What follows belongs to an exercise in optimizing a design on an open flow for small area, a short achievable clock period and few clock cycles; a production flow would make more cautious choices. Only simulation tests tie the RTL to the original design; equivalence was not proved. Power and IR drop assume default switching activity.

## usb_app
module usb_app #(
   parameter int RAM_DEPTH = 256,
   parameter int WAIT_W    = 8
) (
   input  logic       clk_i,
   input  logic       rstn_i,
   input  logic [7:0] out_data_i,
   input  logic       out_valid_i,
   output logic       out_ready_o,
   output logic [7:0] in_data_o,
   output logic       in_valid_o,
   input  logic       in_ready_i
);
Size in the first run: about 4300 cells after synthesis, ~2400 flip-flops, about 22 I/O pins, about 0.064 mm2 of cells after synthesis.
==> flow/config.mk <==
export PLATFORM = sky130hd
export DESIGN_NAME = usb_app
export DESIGN_NICKNAME = usb_app
export VERILOG_FILES = /design/flow/design.v
export SDC_FILE = /design/flow/constraint.sdc
export NUM_CORES = 4
export LEC_CHECK = 0
export ABC_CLOCK_PERIOD_IN_PS = 2400
export CAP_MARGIN = 20
export CORE_MARGIN = 2
export CORE_UTILIZATION = 50
export CTS_BUF_LIST = sky130_fd_sc_hd__clkbuf_8
export CTS_CLUSTER_DIAMETER = 45
export CTS_CLUSTER_SIZE = 18
export PLACE_DENSITY = 0.75
export SETUP_SLACK_MARGIN = 2.6
export SLEW_MARGIN = 20
==> flow/constraint.sdc <==
create_clock -name core_clock -period 5.0 [get_ports {clk_i}]
set_input_delay 1.0000 -clock core_clock [delete_from_list [all_inputs] [get_ports {clk_i}]]
set_output_delay 1.0000 -clock core_clock [all_outputs]
set_load 0.01 [all_outputs]
run.sh (not shown) runs the stock make flow with config.mk's settings and CLKGATE_MAP_FILE= SYNTH_SCRIPT=/design/flow/synth_recipe.tcl, a recipe that flattens the netlist after the stock synthesis.
Testbench counts at the start, summed over its fixed seeds: cycles 7,044.
Then changed:
CTS_BUF_LIST = unset   (was sky130_fd_sc_hd__clkbuf_8)
CTS_CLUSTER_DIAMETER = 60   (was 45)
CTS_CLUSTER_SIZE = 25   (was 18)
PLACE_DENSITY = 0.88   (was 0.75)
The changed run went through all stages and came out clean.
Power came out higher by about 3%.
Synthesized area stays the same.
Global-route usage came out higher by 2.2 points.
Final cell count came out lower by 1.5%.
Cell area came out higher by about 0.4%.
Sequential cell count is unchanged.
Maximum frequency came out lower by 2.3%.
Worst setup slack degrades by 0.057 ns.
Critical path depth stays the same.
Non-clock buffer count came out higher by 14.
Then changed:
PLACE_DENSITY = 0.75   (was 0.88)
SETUP_SLACK_MARGIN = 2.7   (was 2.6)
What happened:
- flip-flop and latch count is unchanged
- via count drops by about 2.7%
- critical path depth is unchanged
- worst setup slack is better by 0.061 ns
- global-route usage drops by 2.0 points
- final area climbs by 2.0%
- cell count climbs by about 1.1%
- die area stays the same
Then changed:
PLACE_DENSITY = 0.7   (was 0.75)
SETUP_SLACK_MARGIN = 2.6   (was 2.7)
What happened: Routed wire length falls by 2.5%; clock-buffer cell count rises by 18; setup slack gets better by 0.022 ns; final area falls by 1.4%; synthesized area stays the same; register-to-register slack gets better by 0.02 ns; sequential share of layout area rises by 0.96 points; core utilization falls by 0.80 points; hold slack gets worse by 0.15 ns; clock skew falls by 0.045 ns; combinational power falls by 11%.

Starting RTL as in the previous note.
Design usb_app, start of the top module:
module usb_app #(
   parameter int RAM_DEPTH = 256,
   parameter int WAIT_W    = 8
) (
   input  logic       clk_i,
   input  logic       rstn_i,
   input  logic [7:0] out_data_i,
   input  logic       out_valid_i,
   output logic       out_ready_o,
   output logic [7:0] in_data_o,
   output logic       in_valid_o,
   input  logic       in_ready_i
);
Settings: LEC_CHECK=0, ABC_CLOCK_PERIOD_IN_PS=2400, CAP_MARGIN=20, CORE_MARGIN=2, CORE_UTILIZATION=58, CTS_CLUSTER_DIAMETER=60, CTS_CLUSTER_SIZE=25, PLACE_DENSITY=0.75, SETUP_SLACK_MARGIN=2.6, SLEW_MARGIN=20; clock period 5.0 ns.
Testbench counts at the start, summed over its fixed seeds: cycles 7,044.
Then changed:
--- a/flow/config.mk
+++ b/flow/config.mk
@@ -11 +11 @@
-export CORE_UTILIZATION = 58
+export CORE_UTILIZATION = 50
After rerunning: Via count decreases by 2.1%; worst setup slack gains 130 ps; final area is about the same.

== lagoon ==
usb_app again, from the RTL that the note above started with.
clock: 5.0 ns
lec_check: 0
abc_clock_period_in_ps: 2400
cap_margin: 20
core_margin: 2
core_utilization: 50
cts_cluster_diameter: 65
cts_cluster_size: 30
place_density: 0.8
setup_slack_margin: 2.6
slew_margin: 20
Testbench counts of lagoon, summed over its fixed seeds: cycles 7,044.
[inputs] yarrow vs lagoon
Settings: changing CTS_CLUSTER_SIZE from 30 to 20; changing CTS_CLUSTER_DIAMETER from 65 to 50; setting CTS_BUF_LIST to sky130_fd_sc_hd__clkbuf_8 for the first time; removing PLACE_DENSITY (formerly 0.8).
### Flow results
Looking at the reports, yarrow completed the entire flow and the layout it produced met the timing, design-rule and antenna checks.
yarrow: number of gates on the worst path with buffers counted 1 above lagoon
Cell at the slowest stage of the critical path = or4_4: yarrow; cell at the slowest stage of the critical path = o31ai_1: lagoon
When yarrow is set beside lagoon, its count of routing violations after the opening detailed-route iteration turns out to be about 24% smaller.
Vias: yarrow below lagoon
Input-level comparison between willow and yarrow:
Settings: a change of CTS_CLUSTER_SIZE from 20 to 30; a change of CTS_CLUSTER_DIAMETER from 50 to 65; an added PLACE_DENSITY of 0.75; a deleted CTS_BUF_LIST that had been sky130_fd_sc_hd__clkbuf_8.
Results
- [compare] base=yarrow new=willow: combinational power -about 4.4%; synthesis-to-layout area growth -1.3 points; clock share of power +0.5 points; sum of buffers and inverters on the critical path -3.
- Re setup slack: yarrow and willow aren't equal, and the higher value belongs to willow.
The following lists how xenon was set up differently from willow:
Settings: PLACE_DENSITY: 0.75 -> unset; CTS_CLUSTER_DIAMETER: 65 -> 60; CTS_CLUSTER_SIZE: 30 -> 25.
--- outcome ---
- xenon finished all stages; the layout is clean.
- Compared with willow, xenon degrades maximum frequency from static timing analysis.
- [compare] base=willow new=xenon: wire length of the first global-routing pass saw an increase; multi-input logic cell count saw little to no change.
- Relative to willow, total power has increased by 3.9% in xenon.
- Taking xenon over willow, the met1 wire length ratio works out to 1.07.
- Row pin slew with the least headroom to its limit: xenon higher / willow lower
- Worst setup margin in xenon is 0.11 ns lower than in willow
- Signed area change from the synthesized netlist to the final layout delta for xenon relative to willow: 1.7 points higher

-- static timing again, ports no longer ideal --
The results above use ideal ports. As a check the final layouts listed here were re-extracted and re-timed, cells and wires unchanged. Step 1, drivers: a clkbuf_16 drives clk_i and a buf_2 each remaining input, both assumed. Step 2 times the ports against the registers' clock, not the clock port: input delays grow and output delays shrink by t, the midpoint of the rising clock arrivals with the driver on. Slacks: ideal ports / drivers / drivers and shift; pairs: ideal ports / drivers.
| run | t, ns | setup WS [ns] | slew at the worst register clock pin (ns) |
|---|---|---|---|
| the first run of note 1 | 0.947 | 2.566 / 2.520 / 1.672 | 0.12 / 0.12 |
| the second run of note 1 | 0.839 | 2.510 / 2.524 / 1.711 | 0.11 / 0.11 |
| the third run of note 1 | 0.799 | 2.571 / 2.571 / 1.811 | 0.10 / 0.10 |
| the fourth run of note 1 | 0.828 | 2.593 / 2.593 / 1.799 | 0.09 / 0.09 |
| the first run of note 2 | 0.818 | 2.491 / 2.491 / 1.788 | 0.10 / 0.10 |
| the second run of note 2 | 0.823 | 2.617 / 2.598 / 1.839 | 0.10 / 0.10 |
| lagoon | 0.777 | 2.548 / 2.548 / 1.823 | 0.11 / 0.11 |
| yarrow | 0.960 | 2.497 / 2.489 / 1.587 | 0.12 / 0.12 |
| willow | 0.794 | 2.578 / 2.578 / 1.869 | 0.11 / 0.11 |
| xenon | 0.833 | 2.471 / 2.498 / 1.664 | 0.10 / 0.10 |
After both steps setup and hold are still met in every run listed. The setup slack of yarrow, which loses most, moves by -0.008 ns with the drivers and by -0.910 ns with both steps.
